This design comes from an exercise in tuning for small area on the open sky130 flow, not from production work. Function was not checked in any run shown here: the RTL went through the layout flow alone.

==> flow/design.v, too long to show whole: its modules and the start of the top module <==
// module cordic_top: 1017 lines
module cordic_top (
    input  logic               i_clk,
    input  logic               i_reset,
    input  logic               i_valid,
    input  logic signed [31:0] i_x,
    input  logic signed [31:0] i_y,
    input  logic signed [31:0] i_angle,
    output logic               o_valid,
    output logic signed [31:0] o_x,
    output logic signed [31:0] o_y
);
  // ...
==> flow/run.sh <==
#!/bin/bash
# synth_recipe.tcl (not shown) runs the flow's synth.tcl, then flattens the netlist and writes it again
# the make line also repeats each setting of config.mk as NAME=value (left out here)
make -C /OpenROAD-flow-scripts/flow DESIGN_CONFIG=/design/flow/config.mk WORK_HOME=/design/flow/orfs CLKGATE_MAP_FILE= SYNTH_SCRIPT=/design/flow/synth_recipe.tcl finish
==> flow/config.mk <==
export PLATFORM = sky130hd
export DESIGN_NAME = cordic_top
export DESIGN_NICKNAME = cordic_top
export VERILOG_FILES = /design/flow/design.v
export SDC_FILE = /design/flow/constraint.sdc
export NUM_CORES = 4
export LEC_CHECK = 0
export CAP_MARGIN = 20
export CORE_MARGIN = 2
export CORE_UTILIZATION = 40
export GPL_TIMING_DRIVEN = 0
export SLEW_MARGIN = 20
==> flow/constraint.sdc <==
create_clock -name core_clock -period 6.0 [get_ports {i_clk}]
set_input_delay 1.2000 -clock core_clock [delete_from_list [all_inputs] [get_ports {i_clk}]]
set_output_delay 1.2000 -clock core_clock [all_outputs]
set_load 0.01 [all_outputs]
==> flow_summary.yaml, run 1 <==
yosys:
  syn_area_per_cell_um2: 8.35
  syn-cell-area_um2: 95000
  synth_top_family_by_area: "adder cells"
  yosysTopAreaCell: "ha_1"
  synthMostInstantiatedCell: "xnor2_1"
  synth-main-ff-cell: "dfxtp_1"
  synth_simple_gate_area_share: 0.170
  ys_seq_area_frac: 0.191
  synthMuxAreaShare: 0.0191
  ys_types: 89
sta:
  min_period_over_period: 1.07
  fmax_mhz: 155
  setup_slack_ns: -0.443
  setup_viol: 30
die:
  die_y_um: 491
critical_path:
  crit_start: "ex_r10$_DFF_P_"
  crit_slowest_cell: "fa_2"
  end_kind: "register"
final_layout:
  design_area_um2: 114000
  largest_cell_class: "multi-input combinational cells"
  nNetsFinal: 13873
min_path:
  holdPathEnd: "flip_r18$_DFF_P_"
placement:
  place_congestion: 0.930
  dp_cells: 14684
grt:
  grt_max_degree: 20
status:
  violations: "negative setup slack"
  status: "failed layout checks"
cts:
  insertion_delay_ns: 0.79
==> run 2, diff against run 1 <==
--- a/flow/design.v
+++ b/flow/design.v
@@ -403,101 +403,110 @@
     assign ty14 = sy14 & {32{~ex_r14}};
     assign tx14 = sx14 & {32{~ex_r14}};
     logic fy14;
     assign fy14 = d14_r14 ^ ~d15_r14;
     assign x15 = add_c(x_r14, ty14, cy_r14 & ~ex_r14);
     assign y15 = add_x(~y_r14, tx14, cx_r14 & ~ex_r14, fy14);
     logic cy15;
     assign cy15 = ~cy_r14 ^ fy14;
+    logic signed [31:0] x_r15;
+    logic signed [31:0] y_r15;
+    logic [0:0] d15_r15;
+    logic [0:0] cx_r15;
+    logic [0:0] cy_r15;
+    logic [0:0] flip_r15;
+    logic [0:0] ex_r15;
+    logic [0:0] q1_r15;
+    logic v_r15;
     logic signed [31:0] x16, y16, tx15, ty15;
     logic signed [31:0] sy15, sx15;
-    assign sy15 = y15 >>> 15;
-    assign sx15 = x15 >>> 15;
-    assign ty15 = sy15 & {32{~ex_r14}};
-    assign tx15 = sx15 & {32{~ex_r14}};
-    assign x16 = add_c(x15, ty15, cy15 & ~ex_r14);
-    assign y16 = add_x(~y15, tx15, cx_r14 & ~ex_r14, 1'b0);
+    assign sy15 = y_r15 >>> 15;
+    assign sx15 = x_r15 >>> 15;
+    assign ty15 = sy15 & {32{~ex_r15}};
+    assign tx15 = sx15 & {32{~ex_r15}};
+    assign x16 = add_c(x_r15, ty15, cy_r15 & ~ex_r15);
+    assign y16 = add_x(~y_r15, tx15, cx_r15 & ~ex_r15, 1'b0);
     logic cy16;
-    assign cy16 = ~cy15 ^ 1'b0;
-    logic signed [31:0] x_r16;
-    logic signed [31:0] y_r16;
-    logic [0:0] cx_r16;
-    logic [0:0] cy_r16;
-    logic [0:0] flip_r16;
-    logic [0:0] ex_r16;
-    logic [0:0] q1_r16;
-    logic v_r16;
+    assign cy16 = ~cy_r15 ^ 1'b0;
     logic signed [30:0] g0x, g0y;
-    assign g0x = 31'(x_r16 >>> 1);
-    assign g0y = 31'(y_r16 >>> 1);
+    assign g0x = 31'(x16 >>> 1);
+    assign g0y = 31'(y16 >>> 1);
     logic signed [30:0] g1x, gt1x, gs1x;
     assign gs1x = g0x >>> 3;
-    assign gt1x = gs1x & {31{~ex_r16}};
-    assign g1x = 31'(add_c(32'(g0x), 32'(gt1x), cx_r16 & ~ex_r16));
+    assign gt1x = gs1x & {31{~ex_r15}};
+    assign g1x = 31'(add_c(32'(g0x), 32'(gt1x), cx_r15 & ~ex_r15));
     logic signed [30:0] g1y, gt1y, gs1y;
     assign gs1y = g0y >>> 3;
-    assign gt1y = gs1y & {31{~ex_r16}};
-    assign g1y = 31'(add_c(32'(g0y), 32'(gt1y), cy_r16 & ~ex_r16));
+    assign gt1y = gs1y & {31{~ex_r15}};
+    assign g1y = 31'(add_c(32'(g0y), 32'(gt1y), cy16 & ~ex_r15));
+    logic signed [30:0] x_r17;
+    logic signed [30:0] y_r17;
+    logic [0:0] cx_r17;
+    logic [0:0] cy_r17;
+    logic [0:0] flip_r17;
+    logic [0:0] ex_r17;
+    logic [0:0] q1_r17;
+    logic v_r17;
     logic signed [30:0] g2x, gt2x, gs2x;
-    assign gs2x = g1x >>> 4;
-    assign gt2x = gs2x & {31{~ex_r16}};
-    assign g2x = 31'(add_c(32'(g1x), 32'(gt2x), cx_r16 & ~ex_r16));
+    assign gs2x = x_r17 >>> 4;
+    assign gt2x = gs2x & {31{~ex_r17}};
+    assign g2x = 31'(add_c(32'(x_r17), 32'(gt2x), cx_r17 & ~ex_r17));
     logic signed [30:0] g2y, gt2y, gs2y;
-    assign gs2y = g1y >>> 4;
-    assign gt2y = gs2y & {31{~ex_r16}};
-    assign g2y = 31'(add_c(32'(g1y), 32'(gt2y), cy_r16 & ~ex_r16));
-    logic signed [30:0] x_r18;
-    logic signed [30:0] y_r18;
-    logic [0:0] cx_r18;
-    logic [0:0] cy_r18;
-    logic [0:0] flip_r18;
-    logic [0:0] ex_r18;
-    logic [0:0] q1_r18;
-    logic v_r18;
+    assign gs2y = y_r17 >>> 4;
+    assign gt2y = gs2y & {31{~ex_r17}};
+    assign g2y = 31'(add_c(32'(y_r17), 32'(gt2y), cy_r17 & ~ex_r17));
     logic signed [30:0] g3x, gt3x, gs3x;
-    assign gs3x = x_r18 >>> 6;
-    assign gt3x = gs3x & {31{~ex_r18}};
-    assign g3x = 31'(add_c(32'(x_r18), 32'(gt3x), cx_r18 & ~ex_r18));
+    assign gs3x = g2x >>> 6;
+    assign gt3x = gs3x & {31{~ex_r17}};
+    assign g3x = 31'(add_c(32'(g2x), 32'(gt3x), cx_r17 & ~ex_r17));
     logic signed [30:0] g3y, gt3y, gs3y;
-    assign gs3y = y_r18 >>> 6;
-    assign gt3y = gs3y & {31{~ex_r18}};
-    assign g3y = 31'(add_c(32'(y_r18), 32'(gt3y), cy_r18 & ~ex_r18));
+    assign gs3y = g2y >>> 6;
+    assign gt3y = gs3y & {31{~ex_r17}};
+    assign g3y = 31'(add_c(32'(g2y), 32'(gt3y), cy_r17 & ~ex_r17));
+    logic signed [30:0] x_r19;
+    logic signed [30:0] y_r19;
+    logic [0:0] cx_r19;
+    logic [0:0] cy_r19;
+    logic [0:0] flip_r19;
+    logic [0:0] ex_r19;
+    logic [0:0] q1_r19;
+    logic v_r19;
     logic signed [30:0] g4x, gt4x, gs4x;
-    assign gs4x = g3x >>> 9;
-    assign gt4x = gs4x & {31{~ex_r18}};
-    assign g4x = 31'(add_c(32'(g3x), 32'(gt4x), cx_r18 & ~ex_r18));
+    assign gs4x = x_r19 >>> 9;
+    assign gt4x = gs4x & {31{~ex_r19}};
+    assign g4x = 31'(add_c(32'(x_r19), 32'(gt4x), cx_r19 & ~ex_r19));
     logic signed [30:0] g4y, gt4y, gs4y;
-    assign gs4y = g3y >>> 9;
-    assign gt4y = gs4y & {31{~ex_r18}};
-    assign g4y = 31'(add_c(32'(g3y), 32'(gt4y), cy_r18 & ~ex_r18));
-    logic signed [30:0] x_r20;
-    logic signed [30:0] y_r20;
-    logic [0:0] cx_r20;
-    logic [0:0] cy_r20;
-    logic [0:0] flip_r20;
-    logic [0:0] ex_r20;
-    logic [0:0] q1_r20;
-    logic v_r20;
+    assign gs4y = y_r19 >>> 9;
+    assign gt4y = gs4y & {31{~ex_r19}};
+    assign g4y = 31'(add_c(32'(y_r19), 32'(gt4y), cy_r19 & ~ex_r19));
     logic signed [30:0] g5x, gt5x, gs5x;
-    assign gs5x = x_r20 >>> 10;
-    assign gt5x = ~gs5x & {31{~ex_r20}};
-    assign g5x = 31'(add_c(32'(x_r20), 32'(gt5x), ~cx_r20 & ~ex_r20));
+    assign gs5x = g4x >>> 10;
+    assign gt5x = ~gs5x & {31{~ex_r19}};
+    assign g5x = 31'(add_c(32'(g4x), 32'(gt5x), ~cx_r19 & ~ex_r19));
     logic signed [30:0] g5y, gt5y, gs5y;
-    assign gs5y = y_r20 >>> 10;
-    assign gt5y = ~gs5y & {31{~ex_r20}};
-    assign g5y = 31'(add_c(32'(y_r20), 32'(gt5y), ~cy_r20 & ~ex_r20));
+    assign gs5y = g4y >>> 10;
+    assign gt5y = ~gs5y & {31{~ex_r19}};
+    assign g5y = 31'(add_c(32'(g4y), 32'(gt5y), ~cy_r19 & ~ex_r19));
+    logic signed [30:0] x_r21;
+    logic signed [30:0] y_r21;
+    logic [0:0] cx_r21;
+    logic [0:0] cy_r21;
+    logic [0:0] flip_r21;
+    logic [0:0] ex_r21;
+    logic [0:0] q1_r21;
+    logic v_r21;
     logic signed [30:0] g6x, gt6x, gs6x;
-    assign gs6x = g5x >>> 11;
-    assign gt6x = ~gs6x & {31{~ex_r20}};
-    assign g6x = 31'(add_c(32'(g5x), 32'(gt6x), ~cx_r20 & ~ex_r20));
+    assign gs6x = x_r21 >>> 11;
+    assign gt6x = ~gs6x & {31{~ex_r21}};
+    assign g6x = 31'(add_c(32'(x_r21), 32'(gt6x), ~cx_r21 & ~ex_r21));
     logic signed [30:0] g6y, gt6y, gs6y;
-    assign gs6y = g5y >>> 11;
-    assign gt6y = ~gs6y & {31{~ex_r20}};
-    assign g6y = 31'(add_c(32'(g5y), 32'(gt6y), ~cy_r20 & ~ex_r20));
+    assign gs6y = y_r21 >>> 11;
+    assign gt6y = ~gs6y & {31{~ex_r21}};
+    assign g6y = 31'(add_c(32'(y_r21), 32'(gt6y), ~cy_r21 & ~ex_r21));
     logic signed [30:0] x_r22;
     logic signed [30:0] y_r22;
     logic [0:0] cx_r22;
     logic [0:0] cy_r22;
     logic [0:0] flip_r22;
     logic [0:0] ex_r22;
     logic [0:0] q1_r22;
     logic v_r22;
@@ -577,70 +586,80 @@
         y_r14 <= y14;
         d14_r14 <= d14;
         d15_r14 <= d15;
         cx_r14 <= cx_r12;
         cy_r14 <= cy14;
         flip_r14 <= flip_r12;
         ex_r14 <= ex_r12;
         q1_r14 <= q1_r12;
-        x_r16 <= x16;
-        y_r16 <= y16;
-        cx_r16 <= cx_r14;
-        cy_r16 <= cy16;
-        flip_r16 <= flip_r14;
-        ex_r16 <= ex_r14;
-        q1_r16 <= q1_r14;
-        x_r18 <= g2x;
-        y_r18 <= g2y;
-        cx_r18 <= cx_r16;
-        cy_r18 <= cy_r16;
-        flip_r18 <= flip_r16;
-        ex_r18 <= ex_r16;
-        q1_r18 <= q1_r16;
-        x_r20 <= g4x;
-        y_r20 <= g4y;
-        cx_r20 <= cx_r18;
-        cy_r20 <= cy_r18;
-        flip_r20 <= flip_r18;
-        ex_r20 <= ex_r18;
-        q1_r20 <= q1_r18;
+        x_r15 <= x15;
+        y_r15 <= y15;
+        d15_r15 <= d15_r14;
+        cx_r15 <= cx_r14;
+        cy_r15 <= cy15;
+        flip_r15 <= flip_r14;
+        ex_r15 <= ex_r14;
+        q1_r15 <= q1_r14;
+        x_r17 <= g1x;
+        y_r17 <= g1y;
+        cx_r17 <= cx_r15;
+        cy_r17 <= cy16;
+        flip_r17 <= flip_r15;
+        ex_r17 <= ex_r15;
+        q1_r17 <= q1_r15;
+        x_r19 <= g3x;
+        y_r19 <= g3y;
+        cx_r19 <= cx_r17;
+        cy_r19 <= cy_r17;
+        flip_r19 <= flip_r17;
+        ex_r19 <= ex_r17;
+        q1_r19 <= q1_r17;
+        x_r21 <= g5x;
+        y_r21 <= g5y;
+        cx_r21 <= cx_r19;
+        cy_r21 <= cy_r19;
+        flip_r21 <= flip_r19;
+        ex_r21 <= ex_r19;
+        q1_r21 <= q1_r19;
         x_r22 <= g6x;
         y_r22 <= g6y;
-        cx_r22 <= cx_r20;
-        cy_r22 <= cy_r20;
-        flip_r22 <= flip_r20;
-        ex_r22 <= ex_r20;
-        q1_r22 <= q1_r20;
+        cx_r22 <= cx_r21;
+        cy_r22 <= cy_r21;
+        flip_r22 <= flip_r21;
+        ex_r22 <= ex_r21;
+        q1_r22 <= q1_r21;
     end
     always_ff @(posedge i_clk or negedge i_reset) begin
         if (!i_reset) begin
             v_r2 <= 1'b0;
             v_r4 <= 1'b0;
             v_r6 <= 1'b0;
             v_r8 <= 1'b0;
             v_r10 <= 1'b0;
             v_r12 <= 1'b0;
             v_r14 <= 1'b0;
-            v_r16 <= 1'b0;
-            v_r18 <= 1'b0;
-            v_r20 <= 1'b0;
+            v_r15 <= 1'b0;
+            v_r17 <= 1'b0;
+            v_r19 <= 1'b0;
+            v_r21 <= 1'b0;
             v_r22 <= 1'b0;
         end else begin
             v_r2 <= i_valid;
             v_r4 <= v_r2;
             v_r6 <= v_r4;
             v_r8 <= v_r6;
             v_r10 <= v_r8;
             v_r12 <= v_r10;
             v_r14 <= v_r12;
-            v_r16 <= v_r14;
-            v_r18 <= v_r16;
-            v_r20 <= v_r18;
-            v_r22 <= v_r20;
+            v_r15 <= v_r14;
+            v_r17 <= v_r15;
+            v_r19 <= v_r17;
+            v_r21 <= v_r19;
+            v_r22 <= v_r21;
         end
     end
     function automatic logic [31:0] add_c(input logic [31:0] a, input logic [31:0] b, input logic c);
         logic [31:0] p, g, gg, pp;
         p = a ^ b;
         g = a & b;
         g[0] = g[0] | (p[0] & c);
         gg = g; pp = p;
==> flow/config.mk (replaced) <==
export PLATFORM = sky130hd
export DESIGN_NAME = cordic_top
export DESIGN_NICKNAME = cordic_top
export VERILOG_FILES = /design/flow/design.v
export SDC_FILE = /design/flow/constraint.sdc
export NUM_CORES = 4
export LEC_CHECK = 0
export CAP_MARGIN = 20
export CORE_MARGIN = 2
export CORE_UTILIZATION = 60
export GPL_TIMING_DRIVEN = 0
export SLEW_MARGIN = 20
==> run 2 against run 1 <==
Against the previous run: the layout still fails its checks (negative setup slack); sequential share of layout area rose by 1.2 points; global-route usage rose by 9.8 points; design area barely moved; setup slack improved by 0.016 ns; first-iteration DRC count rose by 54%; non-clock buffer count fell by 104; critical path type unchanged.
==> flow_summary.yaml, run 2 <==
cts:
  insertion_delay_ns: 0.77
  clock-sinks: 972
  htreeDepth: 3
  cts-root-buf: "clkbuf_16"
  cts_buffers: 110
  tritoncts: "built"
  clk_path_buf_depth: 3
  cts.clk_slew.worst_paths_ns: 0.07
critical_path:
  crit_buf_inv: 5
  r2r_cells: 32
  crit_slowest_cell: "xnor2_1"
  cp_max_fo: 6
  rr_startpoint: "ex_r10$_DFF_P_"
  rrSetupSlack_ns: -0.43
  reg2reg_to: "y_r12[31]$_DFF_P_"
  max_stage_delay_ns: 0.46
  end_kind: "register"
  critical_path.top_delay_family: "compound AO/OA/AOI/OAI gates"
  startpoint_type: "register"
  crit_start: "ex_r10$_DFF_P_"
  crit_top_cell: "nor2b_1"
  cp_data_arrival_time_ns: 7.06
  cp.required_ns: 6.64
  critPathKind: "register to register"
final_layout:
  fin_util: 0.703
  nNetsFinal: 14057
  design_area_um2: 114000
  drive_gt1_frac: 0.123
  final_cell_mix: "ha_1 (1447), xnor2_1 (1359), nor2_1 (1058), dfxtp_1 (948), inv_1 (893)"
  areaGrowthSynthToFinish_pct: 16.7
  final_common_cell: "ha_1"
yosys:
  synthTopCellsByArea: "dfxtp_1 (20%), ha_1 (19%), xnor2_1 (13%)"
  syn_inst: 11679
  yosys_warnings: 1
  synthMostInstantiatedCell: "ha_1"
  async_reset_ff_frac: 0.0123
  synth_top_cell_area_share: 0.196
  synth_edf_count: 0
  syn-cell-area_um2: 97800
  yosysTopAreaCell: "dfxtp_1"
  yosys-top-cells-count: "ha_1 (1489), xnor2_1 (1434), nor2_1 (1103)"
  synth_fp_nets: 13435
  synth-main-ff-cell: "dfxtp_1"
  ys_seq_area_frac: 0.199
  syn_area_per_cell_um2: 8.38
  ys_types: 110
  synth.ff_latch_count: 972
grt:
  antenna_found_initial: 15
  grt_usage: 0.309
  first_global_vias: 82245
  grt_overflow: 0
  grt_pass1_wl_um: 423000
  grt_max_degree: 17
status:
  status: "failed layout checks"
  violations: "negative setup slack"
placement:
  place_congestion: 0.952
  dp_hpwl_um: 219000
  port_buffers: 155
  dpl-instance-area_um2: 103000
routing:
  routedWlPerCell_um: 18.5
  via_per_inst: 5.74
  drtAntennaViolNets: 0
  drc: 0
  drt_pass1_iterations: 8
  drt-total-wl_um: 269000
  vias: 83709
  drt_iter0_markers: 5100
sta:
  rsz0062_at_grt: "true"
  setup_slack_ns: -0.427
  setup_viol: 15
  final_hold_viol_count: 0
  max_slew_margin: 0.238
  fmax_mhz: 156
  period_minus_slack_ns: 6.43
  min_period_over_period: 1.07
  worstMarginPinSlew_ns: 1.14
  worst_clock_skew_ns: 0.0303
  drv_slew: 0
min_path:
  hp-start: "q1_r21$_DFF_P_"
  holdPathEnd: "q1_r22$_DFF_P_"
  hp-class: "register to register"
  holdPathStages: 0
die:
  pin_count: 164
  rows: 148
  core_area_um2: 162000
  start_util: 0.602
  die_x_um: 408
  die-area_um2: 166000
  die_y_um: 408
job:
  cap_violations: 0
run 2: cell count changes in the layout (fill, tap and decap cells not counted), sizes merged, moves of 22 or more:
cell	delta
o21ai	-27
a21o	+44
and2	+45
nor2	+41
xnor2	-53
xor2	+30
o31ai	+25
nor2b	-71
a21oi	+31
buf	-124
nand2	+32
o21bai	+22
inv	+50
dfxtp	+68
run 2: layout make-up:
type	count	area, um^2
clock buffers	128	2910
plain buffers	276	1840
diodes	6	15.0
well taps	2175	2720
multi-input cells	9510	78100
clock inverters	80	1200
inverters	905	3400
fillers	13085	48200
repair buffers	526	4430
flip-flops and latches	972	19600
run 2: layer usage:
| metal | share of wire | wire length [um] | GRT usage |
|---|---|---|---|
| met5 | 0.000048 | 13 | 0 |
| met4 | 0.039 | 10600 | 0.120 |
| met3 | 0.047 | 12700 | 0.0299 |
| met2 | 0.47 | 127000 | 0.528 |
| met1 | 0.44 | 119000 | 0.402 |
run 2: repair_timing:
| item | CTS | global route |
|---|---|---|
| setup buffers | 185 | 187 |
| setup endpoints to repair | 428 | 212 |
| endpoints found under the hold margin | 0 | 0 |
| resized for setup | 611 | 618 |
| pin swaps | 225 | 401 |
| hold buffers | 0 | 0 |
run 2: worst max-delay path by stage:
stage / cells past startpoint / end / slack, ns
6_report: 32 / y_r12[31]$_DFF_P_ / -0.43
5_1_grt: 29 / y_r14[31]$_DFF_P_ / -0.65
4_1_cts: 35 / y_r12[31]$_DFF_P_ / -0.34
3_5_place_dp: 26 / x_r2[31]$_DFF_P_ / -1.91
3_3_place_gp: 26 / x_r2[31]$_DFF_P_ / -1.89
2_1_floorplan: 25 / y_r2[31]$_DFF_P_ / -0.49
run 2: cells by family (layout without fill, tap and decap cells):
logic type	count (synthesis)	after routing	share of synthesized area
other	1	7	0.0000383
XOR/XNOR	2011	2011	0.182
buffers and inverters	1197	1915	0.0476
multiplexers	178	178	0.0183
flip-flops	972	972	0.199
AND/OR/NAND/NOR	3246	3246	0.166
adder cells (fa/ha/maj)	1657	1657	0.225
AO/OA/AOI/OAI	2417	2417	0.162
run 2: through the flow:
stage | instances | hold WS, ns | setup WS (ns) | TNS (ns)
3_5_place_dp | 14013 | 0.312 | -1.91 | -292.54
3_3_place_gp | 14009 | 0.310 | -1.89 | -256.27
4_1_cts | 14400 | 0.325 | -0.340 | -2.47
6_report | 14578 | 0.324 | -0.427 | -2.79
2_1_floorplan | 11679 | 0.310 | -0.493 | -2.51
5_1_grt | 14578 | 0.327 | -0.655 | -10.84

==> port drivers added, routing unchanged <==
How much do the figures lean on ideal ports? The routed layouts below were timed once more, with nothing changed but the port constraints. Step 1 (the two cells are an assumption about what drives the block):
set clk [get_ports {i_clk}]
set_driving_cell -lib_cell sky130_fd_sc_hd__clkbuf_16 $clk
set_driving_cell -lib_cell sky130_fd_sc_hd__buf_2 [delete_from_list [all_inputs] $clk]
Step 2, shift: input delay + t, output delay - t, t = (earliest + latest rising clock arrival at the registers) / 2. This alone moves slack from input paths to output paths. a / b / c = ideal / step 1 / step 2; a / b = the first two.
| run | t (ns) | slack for setup (ns) | clock arrival spread, ns | worst data-port slew with drivers (ns) | pins driven straight from the clock port |
|---|---|---|---|---|---|
| run 1 | 0.853 | -0.443 / -0.443 / -0.684 | 0.050 / 0.051 | 0.17 | 1 |
| run 2 | 0.845 | -0.427 / -0.427 / -0.829 | 0.037 / 0.037 | 0.17 | 1 |
The setup slack of run 2, which loses most, moves by 0.000 ns with the drivers and by -0.402 ns with both steps.
